This design comes from an exercise in tuning for small area and a short achievable clock period on the open sky130 flow, not from production work.
At most, simulation tests tie the RTL to the original design; equivalence was not proved.
Function not checked in run 1: the RTL went through the layout flow alone.
The flow treats the clock pin as an ideal source, which a real chip does not have.
No activity file was given, so power comes from the tool's default toggle rates.

$ cat flow/config.mk
export PLATFORM = sky130hd
export DESIGN_NAME = robotSensorTop
export DESIGN_NICKNAME = robotSensorTop
export VERILOG_FILES = /design/flow/design.v
export SDC_FILE = /design/flow/constraint.sdc
export NUM_CORES = 4
export LEC_CHECK = 0
export CAP_MARGIN = 20
export CORE_MARGIN = 2
export CORE_UTILIZATION = 65
export PLACE_DENSITY = 0.77
export SETUP_SLACK_MARGIN = 1.7
export SLEW_MARGIN = 20
$ cat flow/constraint.sdc
create_clock -name core_clock -period 4.0 [get_ports {clk}]
set_input_delay 0.8000 -clock core_clock [delete_from_list [all_inputs] [get_ports {clk}]]
set_output_delay 0.8000 -clock core_clock [all_outputs]
set_load 0.01 [all_outputs]
$ cat flow/design.v
package robotSensorPkg;
	typedef struct packed {
		logic towerTurn;	 
		logic reserved;
		logic startIn;
		logic [5-1:0] limitSwitch;
		logic [1:0] odoDir;	 
		logic gripperDir;
		logic [1:0] rakeDir;	 
		logic [1:0] propDir;	 
		logic boardId;
	} statusWord_t;
	typedef union packed {
		logic [16-1:0] raw;
		statusWord_t status;
	} regWord_t;
	typedef enum logic [1:0] {
		beaconIdle,
		beaconReceiving,
		beaconGap	 
	} beaconState_t;
endpackage
`timescale 1ns/1ns
module encoderChannel #(
	parameter bit invertDir = 1'b0	 
) (
	input  logic clk,
	input  logic reset,
	input  logic encA,
	input  logic encB,
	input  logic clearCounts,
	output logic [16-1:0] countA,
	output logic [16-1:0] countB,
	output logic dirPositive
);
	logic [1:0] syncA;	 
	logic [1:0] syncB;
	logic prevA;
	logic prevB;
	logic riseA;
	logic riseB;
	always_ff @(posedge clk, posedge reset) begin
		if (reset) begin
			syncA <= '0;
			syncB <= '0;
			prevA <= 1'b0;
			prevB <= 1'b0;
		end else begin
			syncA <= {syncA[0], encA};
			syncB <= {syncB[0], encB};
			prevA <= syncA[1];
			prevB <= syncB[1];
		end
	end
	assign riseA = syncA[1] & ~prevA;
	assign riseB = syncB[1] & ~prevB;
	always_ff @(posedge clk) begin
		if (clearCounts) begin
			countA <= 16'(riseA);
			countB <= 16'(riseB);
		end else begin
			countA <= countA + 16'(riseA);
			countB <= countB + 16'(riseB);
		end
	end
	always_ff @(posedge clk, posedge reset) begin
		if (reset) begin
			dirPositive <= 1'b0;
		end else if (riseA) begin
			dirPositive <= syncB[1] ^ invertDir;
		end
	end
endmodule
`timescale 1ns/1ns
module speedSampler #(
	parameter int unsigned windowCycles = 500000
) (
	input  logic clk,
	input  logic reset,
	input  logic [7-1:0][16-1:0] countA,
	input  logic [7-1:0][16-1:0] countB,
	input  logic towerTick,
	output logic clearCounts,
	output logic running,	 
	output logic speedValid,	 
	output logic [7-1:0][16-1:0] axisSpeed,
	output logic [16-1:0] towerSpeed
);
	logic windowEnd;	 
	logic [16-1:0] towerCount;
	generate
		if (windowCycles == 500000) begin : genLfsr
			localparam logic [18:0] LAST_BUT_ONE = 19'h55a25;
			logic [18:0] winState;
			always_ff @(posedge clk, posedge reset) begin
				if (reset) begin
					winState <= '0;
					windowEnd <= 1'b0;
				end else begin
					winState <= windowEnd ? 19'd0 :
						{winState[17:0], ~(winState[18] ^ winState[17] ^ winState[16] ^ winState[13])};
					windowEnd <= (winState == LAST_BUT_ONE);
				end
			end
		end else begin : genBinary
			localparam int winWidth = (windowCycles > 1) ? $clog2(windowCycles) : 1;
			logic [winWidth-1:0] winCount;
			always_ff @(posedge clk, posedge reset) begin
				if (reset) begin
					winCount <= '0;
				end else if (winCount == winWidth'(windowCycles - 1)) begin
					winCount <= '0;
				end else begin
					winCount <= winCount + 1'b1;
				end
			end
			assign windowEnd = (winCount == winWidth'(windowCycles - 1));
		end
	endgenerate
	always_ff @(posedge clk, posedge reset) begin
		if (reset) begin
			running <= 1'b0;
		end else begin
			running <= 1'b1;
		end
	end
	assign clearCounts = windowEnd | ~running;
	always_ff @(posedge clk) begin
		if (clearCounts) begin
			towerCount <= 16'(towerTick);
		end else begin
			towerCount <= towerCount + 16'(towerTick);
		end
	end
	function automatic logic [16-1:0] halfSum(input logic [16-1:0] x, input logic [16-1:0] y);
		logic [16-1:0] g;
		logic [16-1:0] p;
		logic [16-1:0] gNext;
		logic [16-1:0] pNext;
		g = x & y;
		p = x ^ y;
		for (int d = 1; d < 16; d = d * 2) begin
			gNext = g;
			pNext = p;
			for (int b = d; b < 16; b++) begin
				gNext[b] = g[b] | (p[b] & g[b - d]);
				pNext[b] = p[b] & p[b - d];
			end
			g = gNext;
			p = pNext;
		end
		halfSum = {g[16-1], (x[16-1:1] ^ y[16-1:1]) ^ g[16-2:0]};
	endfunction
	logic [7-1:0][16-1:0] pairHalf;
	always_comb begin
		for (int i = 0; i < 7; i++) begin
			pairHalf[i] = halfSum(countA[i], countB[i]);
		end
	end
	always_ff @(posedge clk, posedge reset) begin
		if (reset) begin
			speedValid <= 1'b0;
		end else if (windowEnd) begin
			speedValid <= 1'b1;
		end
	end
	always_ff @(posedge clk) begin
		if (windowEnd) begin
			axisSpeed <= pairHalf;
			towerSpeed <= towerCount;
		end
	end
endmodule
`timescale 1ns/1ns
module beaconDecoder #(
	parameter int unsigned glitchTicks = 20
) (
	input  logic clk,
	input  logic reset,
	input  logic towerA,
	input  logic laserSync,
	input  logic laserSign,
	input  logic running,	 
	output logic beaconValid,	 
	output logic towerTick,
	output logic towerTurn,
	output logic [16-1:0] beaconStart,
	output logic [16-1:0] beaconEnd
);
	localparam int tickWidth = (glitchTicks > 0) ? $clog2(glitchTicks + 1) : 1;
	logic [1:0] syncTower;
	logic [1:0] syncPulse;
	logic [1:0] syncSign;
	logic towerPrev;
	logic pulsePrev;
	logic turnEdge;	 
	logic signHigh;
	logic [16-1:0] angle;
	robotSensorPkg::beaconState_t state;
	logic [tickWidth-1:0] gapTicks;
	logic [16-1:0] pendingStart;
	logic [16-1:0] pendingEnd;
	logic captureStart;
	logic captureEnd;
	logic holdExpired;
	always_ff @(posedge clk, posedge reset) begin
		if (reset) begin
			syncTower <= '0;
			syncPulse <= '0;
			syncSign <= '0;
			towerPrev <= 1'b0;
			pulsePrev <= 1'b0;
		end else begin
			syncTower <= {syncTower[0], towerA};
			syncPulse <= {syncPulse[0], laserSync};
			syncSign <= {syncSign[0], laserSign};
			towerPrev <= syncTower[1];
			pulsePrev <= syncPulse[1];
		end
	end
	assign towerTick = syncTower[1] & ~towerPrev;
	assign turnEdge = syncPulse[1] & ~pulsePrev;
	assign signHigh = syncSign[1];
	always_ff @(posedge clk, posedge reset) begin
		if (reset) begin
			towerTurn <= 1'b0;
		end else if (turnEdge) begin
			towerTurn <= ~towerTurn;
		end
	end
	always_ff @(posedge clk) begin
		if (turnEdge | ~running) begin
			angle <= '0;
		end else begin
			angle <= angle + 16'(towerTick);
		end
	end
	assign captureStart = (state == robotSensorPkg::beaconIdle) & signHigh;
	assign captureEnd = (state == robotSensorPkg::beaconReceiving) & ~signHigh;
	assign holdExpired = (state == robotSensorPkg::beaconGap) & (gapTicks == tickWidth'(glitchTicks));
	always_ff @(posedge clk, posedge reset) begin
		if (reset) begin
			state <= robotSensorPkg::beaconIdle;
			gapTicks <= '0;
			beaconValid <= 1'b0;
		end else begin
			case (state)
				robotSensorPkg::beaconIdle: begin
					if (captureStart) begin
						state <= robotSensorPkg::beaconReceiving;
					end
				end
				robotSensorPkg::beaconReceiving: begin
					if (captureEnd) begin
						state <= robotSensorPkg::beaconGap;
						gapTicks <= '0;
					end
				end
				robotSensorPkg::beaconGap: begin
					if (holdExpired) begin
						state <= robotSensorPkg::beaconIdle;
						beaconValid <= 1'b1;
					end else if (signHigh) begin
						state <= robotSensorPkg::beaconReceiving;	 
					end else if (towerTick) begin
						gapTicks <= gapTicks + 1'b1;
					end
				end
				default: state <= robotSensorPkg::beaconIdle;
			endcase
		end
	end
	always_ff @(posedge clk) begin
		if (holdExpired) begin
			beaconStart <= pendingStart;
			beaconEnd <= pendingEnd;
		end
	end
	always_ff @(posedge clk) begin
		if (captureStart) begin
			pendingStart <= angle;
		end
		if (captureEnd) begin
			pendingEnd <= angle;	 
		end
	end
endmodule
`timescale 1ns/1ns
module wbRegisterFile (
	input  logic clk,
	input  logic reset,
	input  logic wbCyc,
	input  logic wbStb,
	input  logic wbWe,
	input  logic [4-1:0] wbAdr,
	input  logic [16-1:0] wbDatIn,
	output logic [16-1:0] wbDatOut,
	output logic wbAck,
	input  logic [7-1:0][16-1:0] axisSpeed,
	input  logic [7-1:0] axisDir,
	input  logic [16-1:0] towerSpeed,
	input  logic [16-1:0] beaconStart,
	input  logic [16-1:0] beaconEnd,
	input  logic speedValid,
	input  logic beaconValid,
	input  logic towerTurn,
	input  logic [5-1:0] limitSwitch,
	input  logic startIn,
	input  logic boardId,
	input  logic [1:0] key,
	output logic [1:0] irqN
);
	localparam int syncWidth = 5 + 4;
	logic [syncWidth-1:0] syncStage;
	logic [syncWidth-1:0] syncOut;
	logic [5-1:0] switchSync;
	logic startSync;
	logic idSync;
	logic [1:0] keySync;
	logic [1:0] configLow;	 
	logic [16-3:0] configHigh;	 
	logic configValid;	 
	logic configWrite;
	logic [1:0] configLowNext;
	logic [16-1:0] statusWord;
	logic [16-1:0] readData;
	logic request;
	logic [1:0] irqNLow;	 
	always_ff @(posedge clk, posedge reset) begin
		if (reset) begin
			syncStage <= '0;
			syncOut <= '0;
		end else begin
			syncStage <= {key, boardId, startIn, limitSwitch};
			syncOut <= syncStage;
		end
	end
	assign {keySync, idSync, startSync, switchSync} = syncOut;
	assign statusWord = {towerTurn, 1'b0, startSync, switchSync,
		axisDir[3], axisDir[2], axisDir[4],
		axisDir[6], axisDir[5],
		axisDir[1], axisDir[0], idSync};
	assign request = wbCyc & wbStb & ~wbAck;	 
	always_comb begin
		case (wbAdr)
			4'd0: readData = statusWord;
			4'd1: readData = speedValid ? axisSpeed[0] : '0;
			4'd2: readData = speedValid ? axisSpeed[1] : '0;
			4'd3: readData = speedValid ? axisSpeed[2] : '0;
			4'd4: readData = speedValid ? axisSpeed[3] : '0;
			4'd5: readData = speedValid ? axisSpeed[4] : '0;
			4'd6: readData = speedValid ? axisSpeed[5] : '0;
			4'd7: readData = speedValid ? axisSpeed[6] : '0;
			4'd8: readData = speedValid ? towerSpeed : '0;
			4'd9: readData = beaconValid ? beaconStart : '0;
			4'd10: readData = beaconValid ? beaconEnd : '0;
			4'd11: readData = {configValid ? configHigh : 14'd0, configLow};
			default: readData = '0;	 
		endcase
	end
	assign configWrite = request && wbWe && (wbAdr == 4'(11));
	assign configLowNext = configWrite ? wbDatIn[1:0] : configLow;
	always_ff @(posedge clk, posedge reset) begin
		if (reset) begin
			wbAck <= 1'b0;
			configLow <= '0;
			configValid <= 1'b0;
			irqNLow <= 2'b00;
		end else begin
			wbAck <= request;
			configLow <= configLowNext;	 
			if (configWrite) begin
				configValid <= 1'b1;
			end
			irqNLow <= ~syncStage[syncWidth-1 -: 2] & configLowNext;
		end
	end
	assign irqN = ~irqNLow;
	always_ff @(posedge clk) begin
		if (configWrite) begin
			configHigh <= wbDatIn[16-1:2];
		end
	end
	always_ff @(posedge clk) begin
		wbDatOut <= readData;
	end
endmodule
`timescale 1ns/1ns
module robotSensorTop #(
	parameter int unsigned windowCycles = 500000,
	parameter int unsigned glitchTicks = 20
) (
	input  logic clk,
	input  logic reset,
	input  logic [7-1:0] encA,
	input  logic [7-1:0] encB,
	input  logic towerA,
	input  logic laserSync,
	input  logic laserSign,
	input  logic [5-1:0] limitSwitch,
	input  logic startIn,
	input  logic boardId,
	input  logic [1:0] key,
	input  logic wbCyc,
	input  logic wbStb,
	input  logic wbWe,
	input  logic [4-1:0] wbAdr,
	input  logic [16-1:0] wbDatIn,
	output logic [16-1:0] wbDatOut,
	output logic wbAck,
	output logic [1:0] irqN
);
	localparam logic [7-1:0] invertMask = 7'b0000110;
	logic [7-1:0][16-1:0] countA;
	logic [7-1:0][16-1:0] countB;
	logic [7-1:0][16-1:0] axisSpeed;
	logic [7-1:0] axisDir;
	logic clearCounts;
	logic running;
	logic speedValid;
	logic beaconValid;
	logic towerTick;
	logic towerTurn;
	logic [16-1:0] towerSpeed;
	logic [16-1:0] beaconStart;
	logic [16-1:0] beaconEnd;
	for (genvar g = 0; g < 7; g++) begin : genAxis
		encoderChannel #(.invertDir(invertMask[g])) i_encoder (
			.clk(clk),
			.reset(reset),
			.encA(encA[g]),
			.encB(encB[g]),
			.clearCounts(clearCounts),
			.countA(countA[g]),
			.countB(countB[g]),
			.dirPositive(axisDir[g])
		);
	end
	speedSampler #(.windowCycles(windowCycles)) i_speedSampler (
		.clk(clk),
		.reset(reset),
		.countA(countA),
		.countB(countB),
		.towerTick(towerTick),
		.clearCounts(clearCounts),
		.running(running),
		.speedValid(speedValid),
		.axisSpeed(axisSpeed),
		.towerSpeed(towerSpeed)
	);
	beaconDecoder #(.glitchTicks(glitchTicks)) i_beaconDecoder (
		.clk(clk),
		.reset(reset),
		.towerA(towerA),
		.laserSync(laserSync),
		.laserSign(laserSign),
		.running(running),
		.beaconValid(beaconValid),
		.towerTick(towerTick),
		.towerTurn(towerTurn),
		.beaconStart(beaconStart),
		.beaconEnd(beaconEnd)
	);
	wbRegisterFile i_registerFile (
		.clk(clk),
		.reset(reset),
		.wbCyc(wbCyc),
		.wbStb(wbStb),
		.wbWe(wbWe),
		.wbAdr(wbAdr),
		.wbDatIn(wbDatIn),
		.wbDatOut(wbDatOut),
		.wbAck(wbAck),
		.axisSpeed(axisSpeed),
		.axisDir(axisDir),
		.towerSpeed(towerSpeed),
		.beaconStart(beaconStart),
		.beaconEnd(beaconEnd),
		.speedValid(speedValid),
		.beaconValid(beaconValid),
		.towerTurn(towerTurn),
		.limitSwitch(limitSwitch),
		.startIn(startIn),
		.boardId(boardId),
		.key(key),
		.irqN(irqN)
	);
endmodule
$ cat flow/flow/run.sh
#!/bin/bash
# The standard layout, with the port buffers as plain buffers, sizing not tied to
# footprints, and clock tree synthesis without dummy loads
bash standard.sh MATCH_CELL_FOOTPRINT=0 "BUFFER_PORTS_ARGS=-buffer_cell sky130_fd_sc_hd__buf_2" \
  "CTS_ARGS=-sink_clustering_enable -repair_clock_nets -dont_use_dummy_load" finish > standard.log 2>&1
$ cat flow/standard.sh
#!/bin/bash
# synth_recipe.tcl (not shown) runs the flow's synth.tcl, then flattens the netlist and writes it again
# the make line also repeats each setting of config.mk as NAME=value (left out here)
make -C /OpenROAD-flow-scripts/flow DESIGN_CONFIG=/design/flow/config.mk WORK_HOME=/design/flow/orfs CLKGATE_MAP_FILE= SYNTH_SCRIPT=/design/flow/synth_recipe.tcl "${@:-finish}"
==> results of run 1 <==
## power by group through the flow
stage	sequential (mW)	combinational, mW	clock [mW]
after floorplan	6.57	0.345	0
after global placement	6.61	0.473	0
after detailed placement	6.63	0.497	0
after CTS	6.51	0.506	4.60
after global routing	6.52	0.584	4.80
final	6.51	0.519	4.53
## worst max-delay path, delay by kind of cell (launching register included)
kind	cells	cell delay (ns)
and+or+nand+nor	1	0.15
DFF	1	0.32
AOI/OAI and AO/OA	7	1.26
adders and majority gates	1	0.37
## area by class of cell
class	count	area [um^2]	share of cell area, %
inverters	46	180.2	0.6044
repair buffers	111	713.2	2.393
multi-input cells	1801	12370	41.50
clock buffers	57	1426	4.785
well taps	532	665.6	2.233
diodes	2	5.005	0.01679
flip-flops and latches	588	14450	48.47
## final timing paths
path | end | slack (ns) | cells past startpoint
worst min-delay path | i_speedSampler.genLfsr.winState[11] | 0.23 | 2
worst max-delay path | i_speedSampler.axisSpeed[47] | 1.66 | 9
worst max register to register | i_speedSampler.axisSpeed[47] | 1.66 | 9
min in group core_clock | i_registerFile.syncStage[4] | 0.27 | 1
worst min register to register | i_beaconDecoder.syncTower[1] | 0.34 | 0
max in group asynchronous | genAxis[4].i_encoder.syncB[1] | 2.95 | 3
## through the flow
step	util, %	worst slack, ns	power (mW)	area, um^2
6_report	73.34	1.657	11.56	29810
5_1_grt	73.33	1.572	11.91	29810
4_1_cts	72.04	1.606	11.61	29280
3_5_place_dp	67.84	1.103	7.123	27580
3_3_place_gp	67.82	1.179	7.087	27570
2_1_floorplan	-	1.263	6.919	26770
## cells by family after synthesis
logic type	synth area share, %
muxes	1.278
buffers and inverters	1.564
adders and majority gates	7.290
and+or+nand+nor	16.13
xor gates and xnor gates	8.845
other	0.01408
AOI/OAI and AO/OA	10.88
DFF	54.00
## synth_stat cells, drive strengths merged, types with 4 or more instances
cell type	number	area share (%)
nand2b	20	0.47
xor2	167	5.5
fa	7	0.53
ha	144	6.8
clkbuf	49	0.69
a32oi	5	0.16
a211oi	6	0.21
nor2b	56	1.3
nor4	4	0.094
o21bai	14	0.39
nor2	265	3.7
mux2	14	0.59
and4	4	0.13
and2	31	0.73
a221oi	17	0.58
mux2i	16	0.60
o211ai	7	0.20
a21oi	130	2.6
xnor2	102	3.4
edfxtp	206	23
or3	47	1.1
dfrtp	110	10
nand4	36	0.85
a2111oi	4	0.20
o311ai	4	0.16
nor3	18	0.34
dfxtp	272	20
a22oi	42	1.2
o31ai	5	0.14
a31o	8	0.26
a31oi	9	0.21
o21a	8	0.23
or2	17	0.40
nor3b	6	0.21
o221ai	16	0.53
a21o	34	0.96
o21ai	125	2.4
and3	57	1.3
buf	13	0.23
nand2	229	3.2
nand3	99	1.9
inv	46	0.65
## layout by cell type, fill, tap and decap left out, drive strengths merged, types with 20 or more instances in the layout
cell type / count
dfxtp: 272
dfrtp: 110
edfxtp: 206
nand2: 229
a21oi: 130
a22oi: 42
ha: 144
nand2b: 20
and2: 31
clkbuf: 58
o21ai: 125
xor2: 167
inv: 44
nand3: 99
nand4: 36
nor2: 265
buf: 110
and3: 57
or3: 47
a21o: 34
xnor2: 102
nor2b: 56
## layer usage
metal  wire length [um]  GRT usage (%)
met5                 12              0
met4               2133          9.566
met3               4174          6.023
met2              28820          46.02
met1              26540          39.80
## registers in the layout, summed over array words and instances, names as in the netlist, 19 cells and up
signal,cells
genAxis.i_encoder.countB,112
i_speedSampler.axisSpeed,112
genAxis.i_encoder.countA,112
i_speedSampler.genLfsr.winState,19
## repair_timing
| item | CTS | global route |
|---|---|---|
| setup endpoints to repair | 42 | 92 |
| resized for setup | 50 | 100 |
| setup buffers | 8 | 23 |
| pin swaps | 21 | 52 |
==> results.py, run 1 <==
metrics = {
    "route": {
        "wire_per_inst_um": 19.66,
        "drtPass1Iterations": 5,
        "num_vias": 18860,
        "ant_nets": 0,
        "drt_iter0_markers": 1716,
        "routed_wl_mm": 61.69,
        "drcViolationCount": 0,
        "routed_via_density": 6.011,
    },
    "sta": {
        "slew_viol_final": 0,
        "finalCritPeriodShare_pct": 58.58,
        "finalSetupViolCount": 0,
        "hold_viol_final": 0,
        "rsz0062_at_grt": "true",
        "final.setup.tns_ns": 0,
        "slew-limit-headroom_pct": 35.41,
        "hold-worst-slack_ns": 0.2278,
        "fmax_ghz": 0.4268,
        "period_minus_slack_ns": 2.343,
        "tightest_slew_ns": 0.9668,
        "finClkSkew_ns": 0.06282,
    },
    "floorplan": {
        "die_area_um2": 42620,
        "core_area_um2": 40650,
        "fp.dieH_um": 206.4,
        "rows": 74,
        "io-pin-count": 70,
        "die_w_um": 206.4,
        "initial_utilization_pct": 65.54,
    },
    "pwr": {
        "sequentialPowerShare_pct": 56.3,
        "pwr_density_cell_nw_per_um2": 387.6,
        "p_sw_mw": 2.502,
        "intPower_mw": 9.053,
        "p_leak_nw": 12.11,
        "pwr-share-comb_pct": 4.5,
        "clkPwrFrac_pct": 39.2,
        "ir_drop_mv": 0.3470,
        "swShare_pct": 21.65,
    },
    "run_status": {
        "status": "finished clean",
    },
    "flow_run": {
        "max_cap_viol_count": 0,
    },
    "finish": {
        "fillers": 2782,
        "drive_above_1_share_pct": 13.41,
        "layoutNonFillerInstCount": 3137,
        "fin_nets": 2807,
        "syn2layout_area_growth_pct": 11.90,
    },
    "clocking": {
        "clk_latency_ns": 0.63,
        "cts_tree": "yes",
        "h-tree-depth": 2,
        "ctsHoldBuffers": 0,
        "cts_buffer_depth": 3,
        "cts_root_buf": "clkbuf_16",
        "cts_inserted_buffers": 57,
        "clkSlewWorstSetupHoldPaths_ns": 0.06,
        "cts_sinks": 588,
    },
    "place": {
        "placed_cells": 3047,
        "globalplace.congestion": 0.8991,
        "dp_hpwl_mm": 43.40,
        "io_buffers": 69,
    },
    "setup_path": {
        "end_kind": "register",
        "critPathLaunchType": "register",
        "cpMostUsedCell": "o21ai_2",
        "crit_path_start": "genAxis[2].i_encoder.countA[0]",
        "required_ns": 4.34,
        "crit_path_max_incr_delay_ns": 0.37,
        "cp_max_fo": 3,
        "slowest_stage": "fa_2",
        "reg2reg_from": "genAxis[2].i_encoder.countA[0]",
        "crit_chain": "and2_4 > fa_2 > a21oi_4 > o21ai_2 > o311ai_2 > o21ai_2 > o31a_1 > a221oi_2 > o21bai_1",
        "critical_path_arrival_ns": 2.68,
        "worstSetupPathType": "register to register",
    },
    "global_routing": {
        "grtUsageTotal_pct": 28.96,
        "grt_pass1_vias": 17920,
        "grt_overflow_total": 0,
        "antenna_found_initial": 4,
        "grt_pass1_wl_mm": 95.16,
        "grt_max_degree": 113,
    },
    "synth": {
        "ys_types": 72,
        "syn_inst": 2497,
        "syn-num-nets": 2699,
        "dominantRegCellSynth": "dfxtp_1",
        "syn_area_um2": 26640,
        "synth_seq_cells": 588,
        "synth_edf_count": 206,
        "synth-seq-area-share_pct": 54.00,
        "avgSynthCellArea_um2": 10.67,
        "async_reset_ff_share_pct": 18.71,
        "yosys_warnings": 5,
    },
    "min_path": {
        "hold_path_class": "input port to async pin",
    },
}
==> inputs of run 2 (changes only) <==
--- a/flow/design.v
+++ b/flow/design.v
@@ -31,14 +31,14 @@
 	input  logic clearCounts,
 	output logic [16-1:0] countA,
 	output logic [16-1:0] countB,
-	output logic dirPositive
+	output logic dirPositive,
+	output logic riseA,	 
+	output logic riseB
 );
 	logic [1:0] syncA;	 
 	logic [1:0] syncB;
 	logic prevA;
 	logic prevB;
-	logic riseA;
-	logic riseB;
 	always_ff @(posedge clk, posedge reset) begin
 		if (reset) begin
 			syncA <= '0;
@@ -79,6 +79,8 @@
 	input  logic reset,
 	input  logic [7-1:0][16-1:0] countA,
 	input  logic [7-1:0][16-1:0] countB,
+	input  logic [7-1:0] riseA,	 
+	input  logic [7-1:0] riseB,
 	input  logic towerTick,
 	output logic clearCounts,
 	output logic running,	 
@@ -87,19 +89,22 @@
 	output logic [16-1:0] towerSpeed
 );
 	logic windowEnd;	 
+	logic windowLate;	 
 	logic [16-1:0] towerCount;
 	generate
 		if (windowCycles == 500000) begin : genLfsr
-			localparam logic [18:0] LAST_BUT_ONE = 19'h55a25;
+			localparam logic [18:0] LAST_BUT_TWO = 19'h2ad12;
 			logic [18:0] winState;
 			always_ff @(posedge clk, posedge reset) begin
 				if (reset) begin
 					winState <= '0;
+					windowLate <= 1'b0;
 					windowEnd <= 1'b0;
 				end else begin
 					winState <= windowEnd ? 19'd0 :
 						{winState[17:0], ~(winState[18] ^ winState[17] ^ winState[16] ^ winState[13])};
-					windowEnd <= (winState == LAST_BUT_ONE);
+					windowLate <= (winState == LAST_BUT_TWO);
+					windowEnd <= windowLate;
 				end
 			end
 		end else begin : genBinary
@@ -115,6 +120,7 @@
 				end
 			end
 			assign windowEnd = (winCount == winWidth'(windowCycles - 1));
+			assign windowLate = (winCount == winWidth'(windowCycles - 2));
 		end
 	endgenerate
 	always_ff @(posedge clk, posedge reset) begin
@@ -132,29 +138,21 @@
 			towerCount <= towerCount + 16'(towerTick);
 		end
 	end
-	function automatic logic [16-1:0] halfSum(input logic [16-1:0] x, input logic [16-1:0] y);
-		logic [16-1:0] g;
-		logic [16-1:0] p;
-		logic [16-1:0] gNext;
-		logic [16-1:0] pNext;
-		g = x & y;
-		p = x ^ y;
-		for (int d = 1; d < 16; d = d * 2) begin
-			gNext = g;
-			pNext = p;
-			for (int b = d; b < 16; b++) begin
-				gNext[b] = g[b] | (p[b] & g[b - d]);
-				pNext[b] = p[b] & p[b - d];
-			end
-			g = gNext;
-			p = pNext;
-		end
-		halfSum = {g[16-1], (x[16-1:1] ^ y[16-1:1]) ^ g[16-2:0]};
-	endfunction
+	logic [7-1:0] lowCarry;
 	logic [7-1:0][16-1:0] pairHalf;
+	always_ff @(posedge clk) begin
+		for (int i = 0; i < 7; i++) begin
+			lowCarry[i] <= ((10'(countA[i][7:0]) + 10'(countB[i][7:0]) + 10'(riseA[i]) + 10'(riseB[i])) >= 10'd256)
+				& ~(riseA[i] & (&countA[i][7:0])) & ~(riseB[i] & (&countB[i][7:0]));
+		end
+	end
 	always_comb begin
 		for (int i = 0; i < 7; i++) begin
-			pairHalf[i] = halfSum(countA[i], countB[i]);
+			logic [8:0] lowSum;
+			logic [8:0] highSum;
+			lowSum = 9'(countA[i][7:0]) + 9'(countB[i][7:0]);
+			highSum = 9'(countA[i][15:8]) + 9'(countB[i][15:8]) + 9'(lowCarry[i]);
+			pairHalf[i] = {highSum, lowSum[7:1]};
 		end
 	end
 	always_ff @(posedge clk, posedge reset) begin
@@ -415,6 +413,8 @@
 	logic [7-1:0][16-1:0] countB;
 	logic [7-1:0][16-1:0] axisSpeed;
 	logic [7-1:0] axisDir;
+	logic [7-1:0] riseA;
+	logic [7-1:0] riseB;
 	logic clearCounts;
 	logic running;
 	logic speedValid;
@@ -433,7 +433,9 @@
 			.clearCounts(clearCounts),
 			.countA(countA[g]),
 			.countB(countB[g]),
-			.dirPositive(axisDir[g])
+			.dirPositive(axisDir[g]),
+			.riseA(riseA[g]),
+			.riseB(riseB[g])
 		);
 	end
 	speedSampler #(.windowCycles(windowCycles)) i_speedSampler (
@@ -441,6 +443,8 @@
 		.reset(reset),
 		.countA(countA),
 		.countB(countB),
+		.riseA(riseA),
+		.riseB(riseB),
 		.towerTick(towerTick),
 		.clearCounts(clearCounts),
 		.running(running),
--- a/flow/config.mk
+++ b/flow/config.mk
@@ -9,5 +9,5 @@
 export CORE_MARGIN = 2
 export CORE_UTILIZATION = 65
 export PLACE_DENSITY = 0.77
-export SETUP_SLACK_MARGIN = 1.7
+export SETUP_SLACK_MARGIN = 1.9
 export SLEW_MARGIN = 20
==> run 2 against run 1 <==
Compared with the run above:
- area after synthesis up 1.7%
- highest routed layer is now met4
- via count grew 2.0%
- register-to-register slack better by 0.18 ns
==> results.py, run 2 <==
metrics = {
    "run_status": {
        "status": "finished clean",
    },
    "floorplan": {
        "die_area_um2": 43320,
        "initial_utilization_pct": 66.04,
        "fp.dieH_um": 208.1,
        "die_w_um": 208.1,
        "core_area_um2": 41020,
        "rows": 74,
        "io-pin-count": 70,
    },
    "pwr": {
        "p_leak_nw": 12.32,
        "sequentialPowerShare_pct": 56.2,
        "clkPwrFrac_pct": 39.3,
        "swShare_pct": 21.60,
        "p_sw_mw": 2.532,
        "pwr_density_cell_nw_per_um2": 384.1,
        "ir_drop_mv": 0.3674,
        "pwr-share-comb_pct": 4.6,
        "intPower_mw": 9.189,
    },
    "synth": {
        "synthTopCellsByArea": "edfxtp_1 23%, dfxtp_1 21%, dfrtp_1 10%, ha_1 7.0%, xor2_1 5.3%",
        "syn_area_um2": 27090,
        "synth_common_cells": "279 x dfxtp_1, 250 x nor2_1, 206 x edfxtp_1, 184 x nand2_1, 164 x xor2_1",
        "yosysMostFrequentCell": "dfxtp_1",
        "ys_types": 67,
        "synth-seq-area-share_pct": 53.71,
        "yosysTopAreaCell": "edfxtp_1",
        "avgSynthCellArea_um2": 10.86,
        "dominantRegCellSynth": "dfxtp_1",
        "synth_edf_count": 206,
        "yosys_warnings": 5,
        "synth_seq_cells": 596,
        "syn-num-nets": 2717,
        "async_reset_ff_share_pct": 18.62,
        "syn_inst": 2494,
        "synth_top_area_share_pct": 22.84,
    },
    "setup_path": {
        "crit_chain": "buf_2 > nand2b_1 > nor2_1 > and2_1 > a222oi_1 > nand2_1",
        "crit_path_start": "wbAdr[2]",
        "cp_max_fo": 14,
        "crit_path_max_incr_delay_ns": 0.64,
        "required_ns": 4.48,
        "worstSetupPathType": "input port to register",
        "reg2reg_slack_ns": 1.84,
        "critPathLaunchType": "input port",
        "critical_path_arrival_ns": 2.65,
        "end_kind": "register",
        "slowest_stage": "a222oi_1",
        "reg2reg_from": "genAxis[6].i_encoder.countA[0]",
    },
    "sta": {
        "finalSetupViolCount": 0,
        "period_minus_slack_ns": 2.166,
        "final.setup.worst_slack_ns": 1.834,
        "finalCritPeriodShare_pct": 54.14,
        "hold_viol_final": 0,
        "rsz0062_at_grt": "true",
        "slew-limit-headroom_pct": 32.86,
        "tightest_slew_ns": 1.003,
        "finClkSkew_ns": 0.04030,
        "slew_viol_final": 0,
        "final.setup.tns_ns": 0,
        "fmax_ghz": 0.4617,
    },
    "route": {
        "drtPass1Iterations": 7,
        "dr_wl_met3_mm": 4.158,
        "num_vias": 19240,
        "met2WireLength_mm": 31.08,
        "routed_via_density": 6.113,
        "ant_nets": 0,
        "drcViolationCount": 0,
        "wire_per_inst_um": 20.59,
        "routed_wl_mm": 64.81,
        "m1WireLength_mm": 26.87,
        "drt_iter0_markers": 1664,
        "highest_layer": "met4",
    },
    "min_path": {
        "hold_path_class": "input port to async pin",
    },
    "clocking": {
        "cts_inserted_buffers": 58,
        "cts_sinks": 596,
        "ctsHoldBuffers": 0,
        "cts_root_buf": "clkbuf_16",
        "cts_tree": "yes",
        "clk_latency_ns": 0.61,
        "clkSlewWorstSetupHoldPaths_ns": 0.06,
        "cts_buffer_depth": 3,
        "h-tree-depth": 2,
    },
    "global_routing": {
        "grt_overflow_total": 0,
        "grtUsageTotal_pct": 29.54,
        "antenna_found_initial": 2,
        "grt_pass1_wl_mm": 100.4,
        "grt_pass1_vias": 18650,
        "grt_max_degree": 77,
    },
    "finish": {
        "multiInputGateArea_um2": 12550,
        "layoutNonFillerInstCount": 3147,
        "fillers": 2731,
        "syn2layout_area_growth_pct": 12.66,
        "final_common_cell": "dfxtp_1",
        "register_area_um2": 14590,
        "fin_nets": 2840,
        "mostFrequentLayoutCells": "251 x dfxtp_1, 248 x nor2_1, 206 x edfxtp_1, 184 x nand2_1, 160 x xor2_1",
        "largestRegisters": "genAxis.i_encoder.countA (112), genAxis.i_encoder.countB (112), i_speedSampler.axisSpeed (112)",
        "drive_above_1_share_pct": 14.95,
        "antenna_cells": 0,
    },
    "place": {
        "placed_cells": 3045,
        "io_buffers": 69,
        "globalplace.congestion": 0.9381,
        "post-place-ws_ns": 1.083,
        "dp_hpwl_mm": 45.36,
    },
    "flow_run": {
        "max_cap_viol_count": 0,
    },
}
==> run 2: changes by cell type after synthesis, moves of 17 or more <==
| cell | delta |
|---|---|
| a22oi_1 | +22 |
| nor2b_1 | -20 |
| and4_1 | +21 |
| and3_1 | -42 |
| o21ai_0 | -17 |
| a21oi_1 | -39 |
| nor3_1 | +28 |
| inv_1 | +63 |
| nand2_1 | -45 |
| nand4_1 | +24 |
==> run 2: logic make-up (layout without fill, tap and decap cells) <==
family	count (synthesis)	in the layout	synth area share, %
buffers and inverters	176	295	2.591
xor gates and xnor gates	264	264	8.537
muxes	8	8	0.3326
DFF	596	596	53.71
and+or+nand+nor	879	881	16.34
AOI/OAI and AO/OA	398	398	9.941
adders and majority gates	172	172	8.527
other	1	1	0.01384
==> run 2: layout make-up <==
cell class / instances / share of cell area, %
tap: 532 / 2.181
inverter: 109 / 1.369
clock buffer: 58 / 4.756
sequential: 596 / 47.82
multi-input combinational: 1724 / 41.11
timing repair buffer: 128 / 2.759
==> run 2: power groups by stage <==
stage	registers [mW]	clock network, mW	logic, mW
5_1_grt	6.60	4.88	0.606
4_1_cts	6.58	4.68	0.511
2_1_floorplan	6.65	0	0.351
3_5_place_dp	6.70	0	0.486
6_report	6.58	4.60	0.536
3_3_place_gp	6.68	0	0.468
==> run 2: worst max-delay path: cells and delay by family <==
| kind | cells | cell delay (ns) |
|---|---|---|
| buffers and inverters | 1 | 0.26 |
| AND/OR/NAND/NOR | 4 | 0.95 |
| AO/OA/AOI/OAI | 1 | 0.64 |
==> run 2: final timing paths <==
| kind | end | cells after the start |
|---|---|---|
| max reg2reg | i_speedSampler.lowCarry[6] | 7 |
| min reg2reg | genAxis[4].i_encoder.syncA[1] | 0 |
| max | i_registerFile.wbDatOut[11] | 6 |
| min | genAxis[1].i_encoder.syncB[1] | 2 |
| min in group core_clock | i_registerFile.syncStage[3] | 1 |
| max in group asynchronous | genAxis[6].i_encoder.syncA[1] | 3 |
==> run 2: what timing repair did <==
item,in CTS,in global routing
endpoints found under the setup margin,210,92
cloned,1,1
setup buffers,20,22
pin swaps,40,61
resized for setup,85,125
==> run 2: per-layer routing <==
layer,global-route usage (%),vias to the layer above
met5,0,-
met2,49.19,621
met1,39.05,9330
li1,-,9110
met4,12.13,0
met3,4.438,177
==> run 2: metrics by stage <==
step,power (mW),util [%],hold WS (ns),instance area [um^2]
floorplan,6.997,-,0.3311,27210
global placement,7.152,68.26,0.3327,28000
detailed placement,7.181,68.33,0.3347,28030
CTS,11.77,72.97,0.1807,29930
global route,12.09,74.40,0.2164,30520
finish,11.72,74.40,0.2044,30520
==> inputs of run 3 (changes only) <==
--- a/flow/config.mk
+++ b/flow/config.mk
@@ -9,5 +9,5 @@
 export CORE_MARGIN = 2
 export CORE_UTILIZATION = 65
 export PLACE_DENSITY = 0.77
-export SETUP_SLACK_MARGIN = 1.9
+export SETUP_SLACK_MARGIN = 1.75
 export SLEW_MARGIN = 20
==> run 3 against run 2 <==
Compared with the run above:
- fmax decreased by 1.3%
- non-clock buffer count decreased by 31
- still clean
- sequential power about the same
- count of clock-buffer cells in the layout unchanged
- die area unchanged
- critical path depth unchanged
- sequential share of layout area increased by 0.95 points
- highest routed layer unchanged
- combinational power decreased by 6.5%
- power decreased by 0.40%
- wire length decreased by 2.5%
- final area decreased by 2.2%
==> results.py, run 3 <==
metrics = {
    "setup_path": {
        "worstSetupPathType": "input port to register",
        "critPathLaunchType": "input port",
        "slowest_stage": "and2_0",
        "crit_path_max_incr_delay_ns": 0.76,
        "cp.buffers_inverters": 1,
        "cp_top_family": "simple AND/OR/NAND/NOR gates",
        "reg2reg_from": "genAxis[5].i_encoder.countA[0]",
        "critical_path_arrival_ns": 2.74,
        "reg2reg_slack_ns": 1.81,
        "cp_max_fo": 14,
        "required_ns": 4.55,
        "crit_chain": "buf_2 > nand2b_1 > nor2_1 > and2_0 > a222oi_1 > nand2_1",
        "ff2ff_path_depth": 7,
        "timing.rr.end": "i_speedSampler.lowCarry[5]",
        "end_kind": "register",
    },
    "pwr": {
        "intPower_mw": 9.163,
        "p_sw_mw": 2.511,
        "clkPwrFrac_pct": 39.4,
        "pwr-share-comb_pct": 4.3,
        "ir_drop_mv": 0.3644,
        "sequentialPowerShare_pct": 56.3,
        "pwr_density_cell_nw_per_um2": 391.2,
        "swShare_pct": 21.51,
        "p_leak_nw": 12.07,
    },
    "route": {
        "routed_wl_mm": 63.18,
        "routed_via_density": 6.097,
        "drtPass1Iterations": 6,
        "ant_nets": 0,
        "wire_per_inst_um": 20.28,
        "drt_iter0_markers": 1534,
        "num_vias": 18990,
        "drcViolationCount": 0,
    },
    "floorplan": {
        "die_w_um": 208.1,
        "rows": 74,
        "die_area_um2": 43320,
        "initial_utilization_pct": 66.04,
        "core_area_um2": 41020,
        "io-pin-count": 70,
        "fp.dieH_um": 208.1,
    },
    "synth": {
        "dominantRegCellSynth": "dfxtp_1",
        "synth_top_area_share_pct": 22.84,
        "syn_area_um2": 27090,
        "synth_edf_count": 206,
        "synthTopCellsByArea": "edfxtp_1 23%, dfxtp_1 21%, dfrtp_1 10%, ha_1 7.0%, xor2_1 5.3%",
        "yosys_warnings": 5,
        "syn_inst": 2494,
        "yosysMostFrequentCell": "dfxtp_1",
        "synth-seq-area-share_pct": 53.71,
        "yosysTopAreaCell": "edfxtp_1",
        "syn-num-nets": 2717,
        "synth_seq_cells": 596,
        "synth_common_cells": "279 x dfxtp_1, 250 x nor2_1, 206 x edfxtp_1, 184 x nand2_1, 164 x xor2_1",
        "async_reset_ff_share_pct": 18.62,
        "avgSynthCellArea_um2": 10.86,
        "ys_types": 67,
    },
    "global_routing": {
        "grt_pass1_wl_mm": 99.50,
        "grt_busiest_layer": "met2",
        "grtUsageTotal_pct": 29.26,
        "grt_max_degree": 77,
        "use_met3_pct": 4.257,
        "grt_overflow_total": 0,
        "grt_pass1_vias": 18510,
        "use_met1_pct": 38.88,
        "antenna_found_initial": 0,
        "grt_util_met2_pct": 48.72,
    },
    "sta": {
        "rsz0062_at_grt": "true",
        "finClkSkew_ns": 0.03870,
        "final.setup.worst_slack_ns": 1.807,
        "final.setup.tns_ns": 0,
        "finalCritPeriodShare_pct": 54.83,
        "slew_viol_final": 0,
        "tightest_slew_ns": 1.031,
        "period_minus_slack_ns": 2.193,
        "fmax_ghz": 0.4559,
        "finalSetupViolCount": 0,
        "hold_viol_final": 0,
        "slew-limit-headroom_pct": 30.97,
    },
    "clocking": {
        "clkSlewWorstSetupHoldPaths_ns": 0.06,
        "cts_sinks": 596,
        "cts_tree": "yes",
        "cts_inserted_buffers": 58,
        "clk_latency_ns": 0.61,
        "ctsHoldBuffers": 0,
        "cts_buffer_depth": 3,
        "cts_root_buf": "clkbuf_16",
        "h-tree-depth": 2,
    },
    "place": {
        "io_buffers": 69,
        "globalplace.congestion": 0.9381,
        "dp_hpwl_mm": 45.36,
        "placed_cells": 3045,
        "post-place-ws_ns": 1.083,
    },
    "flow_run": {
        "max_cap_viol_count": 0,
    },
    "finish": {
        "final_core_util_pct": 72.75,
        "layoutNonFillerInstCount": 3115,
        "final_common_cell": "dfxtp_1",
        "antenna_cells": 0,
        "syn2layout_area_growth_pct": 10.17,
        "fillers": 2846,
        "drive_above_1_share_pct": 10.61,
        "register_area_um2": 14550,
        "fin_nets": 2808,
        "mostFrequentLayoutCells": "278 x dfxtp_1, 249 x nor2_1, 206 x edfxtp_1, 184 x nand2_1, 163 x xor2_1",
        "largestRegisters": "genAxis.i_encoder.countA (112), genAxis.i_encoder.countB (112), i_speedSampler.axisSpeed (112)",
        "multiInputGateArea_um2": 12150,
    },
    "min_path": {
        "hold_path_class": "input port to async pin",
    },
    "run_status": {
        "status": "finished clean",
    },
}
==> run 3: cell types whose count changed in the layout (fill, tap and decap cells not counted), moves of 7 or more <==
cell / before / now
dfxtp_2: 26 / 1
o21ai_2: 8 / 1
fa_2: 21 / 13
fa_1: 0 / 8
buf_4: 54 / 24
o21ai_0: 62 / 73
dfxtp_1: 251 / 278
ha_1: 139 / 149
==> run 3: metrics by stage <==
| step | area (um^2) | hold slack, ns | power [mW] |
|---|---|---|---|
| after detailed placement | 28030 | 0.3347 | 7.181 |
| final | 29840 | 0.2005 | 11.67 |
| after global placement | 28000 | 0.3327 | 7.152 |
| after global routing | 29840 | 0.2188 | 12.04 |
| after floorplan | 27210 | 0.3311 | 6.997 |
| after CTS | 29610 | 0.1807 | 11.75 |
==> run 3: logic make-up after synthesis <==
| kind of cell | share of synthesized area, % |
|---|---|
| fa+ha+maj | 8.527 |
| xor+xnor | 8.537 |
| flops | 53.71 |
| mux | 0.3326 |
| other cells | 0.01384 |
| simple gates | 16.34 |
| compound gates | 9.941 |
| buf+inv | 2.591 |
==> run 3: how the worst max path moves through the flow <==
stage / from / to / slack (ns) / cells past startpoint
after floorplan: i_speedSampler.windowEnd / genAxis[0].i_encoder.countA[10] / 1.46 / 5
after global placement: wbAdr[2] / i_registerFile.irqNLow[1] / 1.32 / 6
after detailed placement: wbAdr[3] / i_registerFile.irqNLow[0] / 1.08 / 6
after CTS: genAxis[6].i_encoder.countA[0] / i_speedSampler.lowCarry[6] / 1.75 / 7
after global routing: genAxis[6].i_encoder.countA[0] / i_speedSampler.lowCarry[6] / 1.69 / 7
final: wbAdr[3] / i_registerFile.wbDatOut[11] / 1.81 / 6
==> run 3: cell type report <==
cell class	instances	share of cell area [%]
sequential	596	48.77
tap	532	2.231
timing repair buffer	97	2.029
multi-input combinational	1723	40.72
clock buffer	58	4.864
inverter	109	1.384
==> run 3: what timing repair did <==
action | CTS | global route
buffers inserted | 3 | 8
setup endpoints to repair | 182 | 118
gates resized for setup | 26 | 58
cloned | 1 | 0
hold endpoints to repair | 0 | 0
pin swaps | 13 | 27
==> run 3: layer usage <==
layer	vias up	routed length (um)
li1	9050	-
met1	9205	26640
met2	593	30150
met3	145	3908
met4	0	2485
met5	-	0
==> run 3: power groups by stage <==
stage / Sequential [mW] / Clock (mW) / Combinational (mW)
4_1_cts: 6.57 / 4.68 / 0.497
3_5_place_dp: 6.70 / 0 / 0.486
5_1_grt: 6.59 / 4.88 / 0.570
6_report: 6.57 / 4.60 / 0.501
3_3_place_gp: 6.68 / 0 / 0.468
2_1_floorplan: 6.65 / 0 / 0.351
==> inputs of run 4 (changes only) <==
--- a/flow/design.v
+++ b/flow/design.v
@@ -323,7 +323,6 @@
 	logic [16-1:0] statusWord;
 	logic [16-1:0] readData;
 	logic request;
-	logic [1:0] irqNLow;	 
 	always_ff @(posedge clk, posedge reset) begin
 		if (reset) begin
 			syncStage <= '0;
@@ -363,17 +362,15 @@
 			wbAck <= 1'b0;
 			configLow <= '0;
 			configValid <= 1'b0;
-			irqNLow <= 2'b00;
 		end else begin
 			wbAck <= request;
 			configLow <= configLowNext;	 
 			if (configWrite) begin
 				configValid <= 1'b1;
 			end
-			irqNLow <= ~syncStage[syncWidth-1 -: 2] & configLowNext;
 		end
 	end
-	assign irqN = ~irqNLow;
+	assign irqN = keySync | ~configLow;
 	always_ff @(posedge clk) begin
 		if (configWrite) begin
 			configHigh <= wbDatIn[16-1:2];
--- a/flow/config.mk
+++ b/flow/config.mk
@@ -9,5 +9,5 @@
 export CORE_MARGIN = 2
 export CORE_UTILIZATION = 65
 export PLACE_DENSITY = 0.77
-export SETUP_SLACK_MARGIN = 1.75
+export SETUP_SLACK_MARGIN = 1.8
 export SLEW_MARGIN = 20
==> run 4 against run 3 <==
Compared with the run above:
- still clean
- register-to-register slack improved by 0.03 ns
- via count decreased by 4.2%
- sequential cell count unchanged
- utilization decreased by 0.56 points
- highest routed layer unchanged
==> results.py, run 4 <==
metrics = {
    "run_status": {
        "status": "finished clean",
    },
    "setup_path": {
        "reg2reg_slack_ns": 1.84,
        "timing.rr.end": "i_speedSampler.lowCarry[2]",
        "end_kind": "register",
        "critPathLaunchType": "register",
        "cp_max_fo": 5,
        "ff2ff_path_depth": 7,
        "worstSetupPathType": "register to register",
        "reg2reg_from": "genAxis[2].i_encoder.countA[2]",
        "required_ns": 4.50,
        "critical_path_arrival_ns": 2.66,
    },
    "floorplan": {
        "die_w_um": 206.2,
        "die_area_um2": 42500,
        "fp.dieH_um": 206.2,
        "core_area_um2": 40550,
        "io-pin-count": 70,
        "rows": 74,
        "initial_utilization_pct": 65.50,
    },
    "finish": {
        "antenna_cells": 0,
        "final_common_cell": "dfxtp_1",
        "final_core_util_pct": 72.19,
        "fillers": 2873,
        "largestRegisters": "genAxis.i_encoder.countA (112), genAxis.i_encoder.countB (112), i_speedSampler.axisSpeed (112)",
        "mostFrequentLayoutCells": "270 x dfxtp_1, 267 x nor2_1, 206 x edfxtp_1, 181 x nand2_1, 167 x xor2_1",
        "syn2layout_area_growth_pct": 10.21,
        "fin_nets": 2732,
        "design_area_um2": 29280,
        "layoutNonFillerInstCount": 3039,
        "drive_above_1_share_pct": 9.613,
    },
    "clocking": {
        "clkSlewWorstSetupHoldPaths_ns": 0.06,
        "cts_sinks": 596,
        "cts_tree": "yes",
        "clk_latency_ns": 0.63,
        "ctsHoldBuffers": 0,
        "h-tree-depth": 2,
        "cts_inserted_buffers": 59,
        "cts_root_buf": "clkbuf_16",
        "cts_buffer_depth": 3,
    },
    "synth": {
        "syn_area_um2": 26560,
        "yosys_warnings": 5,
        "avgSynthCellArea_um2": 11.00,
        "syn_inst": 2415,
        "async_reset_ff_share_pct": 18.62,
        "synth_seq_cells": 596,
        "dominantRegCellSynth": "dfxtp_1",
        "yosysMostFrequentCell": "dfxtp_1",
        "syn-num-nets": 2638,
        "synthTopCellsByArea": "edfxtp_1 23%, dfxtp_1 21%, dfrtp_1 10%, ha_1 7.1%, xor2_1 5.5%",
        "synth_edf_count": 206,
        "yosysTopAreaCell": "edfxtp_1",
        "synth-seq-area-share_pct": 54.77,
        "ys_types": 69,
        "synth_top_area_share_pct": 23.29,
        "synth_common_cells": "279 x dfxtp_1, 267 x nor2_1, 206 x edfxtp_1, 181 x nand2_1, 167 x xor2_1",
    },
    "sta": {
        "tightest_slew_ns": 1.082,
        "final.setup.tns_ns": 0,
        "hold-worst-slack_ns": 0.2751,
        "rsz0062_at_grt": "true",
        "finClkSkew_ns": 0.06094,
        "hold_viol_final": 0,
        "fmax_ghz": 0.4621,
        "slew_viol_final": 0,
        "slew-limit-headroom_pct": 27.58,
        "final.setup.worst_slack_ns": 1.836,
        "period_minus_slack_ns": 2.164,
        "finalCritPeriodShare_pct": 54.10,
        "finalSetupViolCount": 0,
    },
    "min_path": {
        "hold_path_class": "input port to register",
        "min_to": "genAxis[5].i_encoder.syncB[0]",
        "whs_path_depth": 1,
        "hp-start": "encB[5]",
    },
    "global_routing": {
        "grtUsageTotal_pct": 28.94,
        "antenna_found_initial": 0,
        "grt_pass1_vias": 17810,
        "grt_pass1_wl_mm": 95.00,
        "grt_max_degree": 149,
        "grt_overflow_total": 0,
    },
    "route": {
        "routed_via_density": 5.985,
        "drcViolationCount": 0,
        "highest_layer": "met4",
        "ant_nets": 0,
        "dr_wl_met3_mm": 3.340,
        "drtPass1Iterations": 7,
        "met2WireLength_mm": 29.32,
        "drt_iter0_markers": 1585,
        "wire_per_inst_um": 19.98,
        "num_vias": 18190,
        "routed_wl_mm": 60.71,
        "m1WireLength_mm": 25.84,
    },
    "place": {
        "place_area_um2": 27550,
        "post-place-ws_ns": 1.456,
        "dp_hpwl_mm": 43.39,
        "io_buffers": 69,
        "globalplace.congestion": 0.9210,
        "placed_cells": 2976,
    },
    "pwr": {
        "p_leak_nw": 11.98,
        "intPower_mw": 9.217,
        "p_sw_mw": 2.541,
        "ir_drop_mv": 0.3790,
        "pwr-share-comb_pct": 4.5,
        "clkPwrFrac_pct": 39.5,
        "pwr_density_cell_nw_per_um2": 401.6,
        "swShare_pct": 21.61,
        "total_power_mw": 11.76,
        "sequentialPowerShare_pct": 56.0,
    },
    "flow_run": {
        "max_cap_viol_count": 0,
    },
}
-- run 4: cell count changes after synthesis, sizes merged, moves of 14 or more --
cell   before  now
inv       109   82
a21oi      83  100
nor2b      36   50
nor2      250  267
nor3       46   20
o21ai      98   69
and3       14   45
-- run 4: per-layer routing --
metal	up-vias	global-route usage [%]
li1	8725	-
met4	0	10.87
met3	128	4.368
met1	8872	38.36
met2	464	48.31
met5	-	0
-- run 4: final cells by class --
cell class                      count  area, um^2  share of cell area [%]
Multi-Input combinational cell   1683       11720                   40.05
Timing Repair inverter              1       7.507                 0.02564
Inverter                           82       315.3                   1.077
Tap cell                          532       665.6                   2.274
Timing Repair Buffer               86       523.0                   1.786
Clock buffer                       59        1476                   5.043
Sequential cell                   596       14560                   49.75
-- run 4: timing repair --
item	in CTS	in global routing
pin swaps	1	15
resized for setup	13	57
cloned	0	1
setup buffers	0	3
setup endpoints to repair	48	69
-- run 4: worst max path at each step --
stage / from / end / slack (ns) / depth (start not counted)
finish: genAxis[2].i_encoder.countA[2] / i_speedSampler.lowCarry[2] / 1.84 / 7
global route: genAxis[2].i_encoder.countA[0] / i_speedSampler.lowCarry[2] / 1.75 / 9
CTS: genAxis[6].i_encoder.countA[0] / i_speedSampler.lowCarry[6] / 1.77 / 8
detailed placement: wbAdr[0] / i_registerFile.wbDatOut[12] / 1.46 / 7
global placement: wbAdr[0] / i_registerFile.wbDatOut[12] / 1.49 / 7
floorplan: i_speedSampler.windowEnd / genAxis[3].i_encoder.countA[8] / 1.45 / 5
-- run 4: worst max-delay path, stage by stage, from the launching register on --
cell	delay [ns]
dfxtp_2	0.34
ha_1	0.35
nor2b_1	0.17
o311a_1	0.32
or4_1	0.40
o311a_1	0.14
a311oi_1	0.27
nor2_1	0.07
-- run 4: cell families after synthesis --
group | share of synthesized area [%]
AND/OR/NAND/NOR | 16.03
flip-flops | 54.77
AO/OA/AOI/OAI | 9.279
XOR/XNOR | 9.034
adder cells (fa/ha/maj) | 8.695
buffers and inverters | 1.964
multiplexers | 0.2119
other | 0.01412
-- run 4: power groups by stage --
stage          Sequential (mW)  Combinational [mW]  Clock, mW
5_1_grt                   6.60               0.600       4.96
6_report                  6.58               0.525       4.65
4_1_cts                   6.58               0.524       4.73
2_1_floorplan             6.66               0.372          0
3_3_place_gp              6.69               0.489          0
3_5_place_dp              6.70               0.514          0
==> inputs of run 5 (changes only) <==
==> flow/flow/run.sh (replaced) <==
#!/bin/bash
# The standard layout, with the port buffers as plain buffers, sizing not tied to
# footprints, clock tree synthesis without dummy loads, and extra setup repair after it
bash standard.sh MATCH_CELL_FOOTPRINT=0 "BUFFER_PORTS_ARGS=-buffer_cell sky130_fd_sc_hd__buf_2" \
  "CTS_ARGS=-sink_clustering_enable -repair_clock_nets -dont_use_dummy_load" \
  POST_CTS_TCL=$(pwd)/flow/post_cts.tcl finish > standard.log 2>&1
==> flow/flow/post_cts.tcl (new file) <==
# extra setup repair after clock tree synthesis: the standard repair stops at its worst
# endpoint, so repeat it, sizing up and buffering, to reach the paths behind that one
for {set i 0} {$i < 3} {incr i} {
  repair_timing -setup -setup_margin $::env(SETUP_SLACK_MARGIN) -repair_tns 100 \
    -sequence "sizeup,swap,buffer,clone,split" -verbose
}
detailed_placement
check_placement -verbose
==> run 5 against run 4 <==
Compared with the run above:
- still clean on timing, DRC and antenna
- utilization unchanged
- critical path depth unchanged
- cell count unchanged
- sequential share of layout area unchanged
- die area unchanged
- highest routed layer unchanged
==> results.py, run 5 <==
metrics = {
    "run_status": {
        "status": "finished clean",
    },
    "setup_path": {
        "cpMostUsedCell": "o311a_1",
        "crit_chain": "ha_1 > nor2b_1 > o311a_1 > or4_1 > o311a_1 > a311oi_1 > nor2_1",
        "cp_max_fo": 5,
        "cp.buffers_inverters": 0,
        "worstSetupPathType": "register to register",
        "cp_top_family": "compound AO/OA/AOI/OAI gates",
        "end_kind": "register",
        "crit_path_max_incr_delay_ns": 0.40,
        "slowest_stage": "or4_1",
        "required_ns": 4.50,
        "critPathLaunchType": "register",
        "critical_path_arrival_ns": 2.66,
    },
    "synth": {
        "synth_top_area_share_pct": 23.29,
        "muxShareOfSynthArea_pct": 0.2120,
        "synthAdderAreaFrac_pct": 8.695,
        "avgSynthCellArea_um2": 11.00,
        "syn_area_um2": 26560,
        "yosysTopAreaCell": "edfxtp_1",
        "synth_edf_count": 206,
        "syn_inst": 2415,
        "syn-num-nets": 2638,
        "synth_common_cells": "279 x dfxtp_1, 267 x nor2_1, 206 x edfxtp_1, 181 x nand2_1, 167 x xor2_1",
        "synth_top_family_by_area": "simple AND/OR/NAND/NOR gates",
        "dominantRegCellSynth": "dfxtp_1",
        "synth_xor_area_share_pct": 9.034,
        "synthTopCellsByArea": "edfxtp_1 23%, dfxtp_1 21%, dfrtp_1 10%, ha_1 7.1%, xor2_1 5.5%",
        "ys_types": 69,
        "yosysMostFrequentCell": "dfxtp_1",
        "yosys_warnings": 5,
        "synth_seq_cells": 596,
        "synthSimpleGateAreaFrac_pct": 16.03,
        "async_reset_ff_share_pct": 18.62,
        "synth_compound_area_share_pct": 9.279,
        "synth-seq-area-share_pct": 54.77,
    },
    "finish": {
        "final_core_util_pct": 72.19,
        "mostFrequentLayoutCells": "270 x dfxtp_1, 267 x nor2_1, 206 x edfxtp_1, 181 x nand2_1, 167 x xor2_1",
        "design_area_um2": 29280,
        "fin_nets": 2732,
        "layoutNonFillerInstCount": 3039,
        "syn2layout_area_growth_pct": 10.21,
        "final_common_cell": "dfxtp_1",
        "antenna_cells": 0,
        "fillers": 2873,
        "largestRegisters": "genAxis.i_encoder.countA (112), genAxis.i_encoder.countB (112), i_speedSampler.axisSpeed (112)",
        "drive_above_1_share_pct": 9.613,
    },
    "sta": {
        "slew_viol_final": 0,
        "final.setup.tns_ns": 0,
        "fmax_ghz": 0.4621,
        "period_minus_slack_ns": 2.164,
        "rsz0062_at_grt": "true",
        "finClkSkew_ns": 0.06094,
        "finalSetupViolCount": 0,
        "hold_viol_final": 0,
        "tightest_slew_ns": 1.082,
        "finalCritPeriodShare_pct": 54.10,
        "slew-limit-headroom_pct": 27.58,
    },
    "pwr": {
        "ir_drop_mv": 0.3790,
        "total_power_mw": 11.76,
        "pwr_density_cell_nw_per_um2": 401.6,
        "intPower_mw": 9.217,
        "pwr-share-comb_pct": 4.5,
        "clkPwrFrac_pct": 39.5,
        "p_leak_nw": 11.98,
        "sequentialPowerShare_pct": 56.0,
        "swShare_pct": 21.61,
        "p_sw_mw": 2.541,
    },
    "floorplan": {
        "die_area_um2": 42500,
        "rows": 74,
        "die_w_um": 206.2,
        "core_area_um2": 40550,
        "io-pin-count": 70,
        "initial_utilization_pct": 65.50,
        "fp.dieH_um": 206.2,
    },
    "place": {
        "place_area_um2": 27550,
        "globalplace.congestion": 0.9210,
        "placed_cells": 2976,
        "io_buffers": 69,
        "dp_hpwl_mm": 43.39,
    },
    "flow_run": {
        "max_cap_viol_count": 0,
    },
    "route": {
        "drt_iter0_markers": 1585,
        "routed_via_density": 5.985,
        "drtPass1Iterations": 7,
        "ant_nets": 0,
        "drcViolationCount": 0,
        "num_vias": 18190,
        "routed_wl_mm": 60.71,
        "wire_per_inst_um": 19.98,
    },
    "clocking": {
        "cts_tree": "yes",
        "clkSlewWorstSetupHoldPaths_ns": 0.06,
        "cts_sinks": 596,
        "clk_latency_ns": 0.63,
    },
    "global_routing": {
        "antenna_found_initial": 0,
        "grt_max_degree": 149,
        "grt_pass1_wl_mm": 95.00,
        "grtUsageTotal_pct": 28.94,
        "grt_overflow_total": 0,
        "grt_pass1_vias": 17810,
    },
    "min_path": {
        "hold_path_class": "input port to register",
    },
}
-- run 5: cell counts in the layout (fill, tap and decap cells not counted) --
Identical to the previous run, type by type.
-- run 5: final timing paths --
check | startpoint | endpoint | slack, ns | cells after the start
worst min register to register | i_registerFile.syncStage[2] | i_registerFile.syncOut[2] | 0.31 | 0
worst min-delay path | encB[5] | genAxis[5].i_encoder.syncB[0] | 0.28 | 1
worst max-delay path | genAxis[2].i_encoder.countA[2] | i_speedSampler.lowCarry[2] | 1.84 | 7
min in group asynchronous | reset | i_beaconDecoder.gapTicks[3] | 0.33 | 2
max in group asynchronous | reset | genAxis[6].i_encoder.syncB[0] | 2.77 | 3
worst max register to register | genAxis[2].i_encoder.countA[2] | i_speedSampler.lowCarry[2] | 1.84 | 7
-- run 5: final cells by class --
type	instances	area, um^2	share of cell area, %
repair inverters	1	7.507	0.02564
clock buffers	59	1476	5.043
inverters	82	315.3	1.077
multi-input cells	1683	11720	40.05
well taps	532	665.6	2.274
flip-flops and latches	596	14560	49.75
repair buffers	86	523.0	1.786
-- run 5: worst register-to-register path: stages (launching register included) --
cell      delay [ns]
dfxtp_2         0.34
ha_1            0.35
nor2b_1         0.17
o311a_1         0.32
or4_1           0.40
o311a_1         0.14
a311oi_1        0.27
nor2_1          0.07
-- run 5: layer usage --
| metal | vias up | GRT usage, % | part of all wire (%) |
|---|---|---|---|
| li1 | 8725 | - | - |
| met1 | 8872 | 38.36 | 43 |
| met2 | 464 | 48.31 | 48 |
| met3 | 128 | 4.368 | 5.5 |
| met4 | 0 | 10.87 | 3.6 |
| met5 | - | 0 | 0 |
-- run 5: metrics by stage --
stage	hold WS [ns]	worst slack [ns]
2_1_floorplan	0.3311	1.455
3_3_place_gp	0.3320	1.492
3_5_place_dp	0.3347	1.456
5_1_grt	0.2409	1.749
6_report	0.2751	1.836
-- run 5: cells by family (layout without fill, tap and decap cells) --
logic type / count (synthesis) / count (layout)
buffers and inverters: 136 / 228
AO/OA/AOI/OAI: 369 / 369
multiplexers: 5 / 5
adder cells (fa/ha/maj): 172 / 172
XOR/XNOR: 274 / 274
other: 1 / 1
flip-flops: 596 / 596
AND/OR/NAND/NOR: 862 / 862
-- run 5: power by group through the flow --
| stage | Sequential [mW] | Clock, mW | Combinational (mW) |
|---|---|---|---|
| floorplan | 6.66 | 0 | 0.372 |
| global placement | 6.69 | 0 | 0.489 |
| detailed placement | 6.70 | 0 | 0.514 |
| global route | 6.60 | 4.96 | 0.600 |
| finish | 6.58 | 4.65 | 0.525 |
==> inputs of run 6 (changes only) <==
--- a/flow/config.mk
+++ b/flow/config.mk
@@ -9,5 +9,5 @@
 export CORE_MARGIN = 2
 export CORE_UTILIZATION = 65
 export PLACE_DENSITY = 0.77
-export SETUP_SLACK_MARGIN = 1.8
+export SETUP_SLACK_MARGIN = 2.0
 export SLEW_MARGIN = 20
==> run 6 against run 5 <==
Compared with the run above:
- first-iteration DRC count down 8.1%
- final area up 4.0%
- clock skew down 0.012 ns
- critical path depth up 2
- synthesized cell count unchanged
- register-to-register slack better by 0.04 ns
- utilization up 2.9 points
- global-route usage up 0.77 points
- combinational power up 12%
- fmax up 1.9%
- area after synthesis unchanged
- largest cell class unchanged
- highest routed layer unchanged
==> results.py, run 6 <==
metrics = {
    "finish": {
        "layoutNonFillerInstCount": 3106,
        "fin_nets": 2799,
        "largestRegisters": "genAxis.i_encoder.countA (112), genAxis.i_encoder.countB (112), i_speedSampler.axisSpeed (112)",
        "drive_above_1_share_pct": 17.33,
        "final_common_cell": "nor2_1",
        "antenna_cells": 0,
    },
    "sta": {
        "final.setup.tns_ns": 0,
        "tightest_slew_ns": 0.9073,
        "finalSetupViolCount": 0,
        "slew_viol_final": 0,
        "finalCritPeriodShare_pct": 53.08,
        "finClkSkew_ns": 0.04853,
        "period_minus_slack_ns": 2.123,
        "rsz0062_at_grt": "true",
        "fmax_ghz": 0.4710,
        "slew-limit-headroom_pct": 39.24,
        "final.setup.worst_slack_ns": 1.877,
    },
    "synth": {
        "synth_seq_cells": 596,
        "synthTopCellsByArea": "edfxtp_1 23%, dfxtp_1 21%, dfrtp_1 10%, ha_1 7.1%, xor2_1 5.5%",
        "synth_top_area_share_pct": 23.29,
        "yosysMostFrequentCell": "dfxtp_1",
        "async_reset_ff_share_pct": 18.62,
        "synth_edf_count": 206,
        "syn_inst": 2415,
        "synth_common_cells": "279 x dfxtp_1, 267 x nor2_1, 206 x edfxtp_1, 181 x nand2_1, 167 x xor2_1",
        "syn-num-nets": 2638,
        "yosys_warnings": 5,
        "dominantRegCellSynth": "dfxtp_1",
        "synth-seq-area-share_pct": 54.77,
        "syn_area_um2": 26560,
        "yosysTopAreaCell": "edfxtp_1",
    },
    "pwr": {
        "intPower_mw": 9.256,
        "pwr_density_cell_nw_per_um2": 388.9,
        "p_leak_nw": 12.41,
        "sequentialPowerShare_pct": 55.7,
        "ir_drop_mv": 0.3788,
        "swShare_pct": 21.85,
        "pwr-share-comb_pct": 4.9,
        "clkPwrFrac_pct": 39.4,
        "p_sw_mw": 2.589,
    },
    "floorplan": {
        "die_area_um2": 42500,
        "die_w_um": 206.2,
        "initial_utilization_pct": 65.50,
        "fp.dieH_um": 206.2,
        "io-pin-count": 70,
    },
    "setup_path": {
        "critical_path_arrival_ns": 2.60,
        "cp_max_fo": 3,
        "required_ns": 4.48,
        "critPathLaunchType": "register",
        "crit_path_max_incr_delay_ns": 0.41,
        "slowest_stage": "or4_1",
        "crit_chain": "ha_4 > inv_2 > fa_2 > nor2b_2 > o311a_1 > or4_1 > o311a_1 > a311oi_2 > nor2_1",
        "cpMostUsedCell": "o311a_1",
    },
    "min_path": {
        "hold_path_class": "input port to async pin",
    },
    "global_routing": {
        "grt_pass1_vias": 18340,
        "grtUsageTotal_pct": 29.71,
        "grt_pass1_wl_mm": 97.66,
        "grt_max_degree": 149,
        "grt_overflow_total": 0,
    },
    "place": {
        "post-place-ws_ns": 1.266,
        "io_buffers": 69,
        "dp_hpwl_mm": 43.18,
    },
    "clocking": {
        "clk_latency_ns": 0.62,
        "clkSlewWorstSetupHoldPaths_ns": 0.06,
        "cts_tree": "yes",
    },
    "route": {
        "drcViolationCount": 0,
        "num_vias": 18780,
        "routed_via_density": 6.046,
        "drt_iter0_markers": 1456,
    },
    "flow_run": {
        "max_cap_viol_count": 0,
    },
    "run_status": {
        "status": "finished clean",
    },
}
[run 6: layout make-up]
| cell class | count | area [um^2] |
|---|---|---|
| fill | 2653 | 10100 |
| inverter | 82 | 325.3 |
| timing repair inverter | 1 | 7.507 |
| clock buffer | 59 | 1476 |
| tap | 532 | 665.6 |
| multi-input combinational | 1684 | 12260 |
| sequential | 596 | 14650 |
| timing repair buffer | 152 | 1070 |
[run 6: worst paths after layout]
check	from	endpoint	slack (ns)	depth (start not counted)
max in group asynchronous	reset	i_speedSampler.windowEnd	2.97	3
worst min-delay path	reset	genAxis[5].i_encoder.syncA[1]	0.22	2
worst min register to register	genAxis[3].i_encoder.syncA[0]	genAxis[3].i_encoder.syncA[1]	0.34	0
worst max-delay path	genAxis[2].i_encoder.countA[0]	i_speedSampler.lowCarry[2]	1.88	9
min in group core_clock	towerA	i_beaconDecoder.syncTower[0]	0.28	1
worst max register to register	genAxis[2].i_encoder.countA[0]	i_speedSampler.lowCarry[2]	1.88	9
[run 6: power groups by stage]
| stage | Sequential (mW) | Clock, mW | Combinational (mW) |
|---|---|---|---|
| finish | 6.60 | 4.66 | 0.586 |
| global route | 6.61 | 4.97 | 0.659 |
| detailed placement | 6.71 | 0 | 0.512 |
| global placement | 6.70 | 0 | 0.491 |
| floorplan | 6.66 | 0 | 0.382 |
[run 6: per-stage QoR]
step,hold slack [ns],power (mW),instance area [um^2],util (%)
6_report,0.2217,11.84,30460,75.10
3_5_place_dp,0.3347,7.218,27610,68.07
3_3_place_gp,0.3320,7.187,27610,68.07
2_1_floorplan,0.3311,7.038,26850,-
5_1_grt,0.2428,12.24,30460,75.10
[run 6: cell families after synthesis]
family	count (synthesis)	share of synthesized area [%]
AOI/OAI and AO/OA	369	9.279
and+or+nand+nor	862	16.03
DFF	596	54.77
adders and majority gates	172	8.695
buffers and inverters	136	1.964
other	1	0.01412
muxes	5	0.2119
xor gates and xnor gates	274	9.034
[run 6: routing by layer]
layer	vias to the layer above	global-route usage (%)	share of wire, %
li1	8873	-	-
met1	9200	38.85	42
met2	570	50.46	49
met3	135	4.242	5.5
met4	0	11.02	3.4
met5	-	0	0
[run 6: critical path: cells and delay by family, from the launching register on]
family                     cells  cell delay, ns
DFF                            1            0.33
AOI/OAI and AO/OA              3            0.73
buffers and inverters          1            0.05
adders and majority gates      2            0.36
and+or+nand+nor                3            0.53

Check on run 6: ideal ports give 1.877 ns setup slack; a clkbuf_16 on the clock port and buf_2 on the inputs give 1.877 ns; moving port delays by the midpoint clock arrival (0.661 ns) as well gives 1.440 ns.
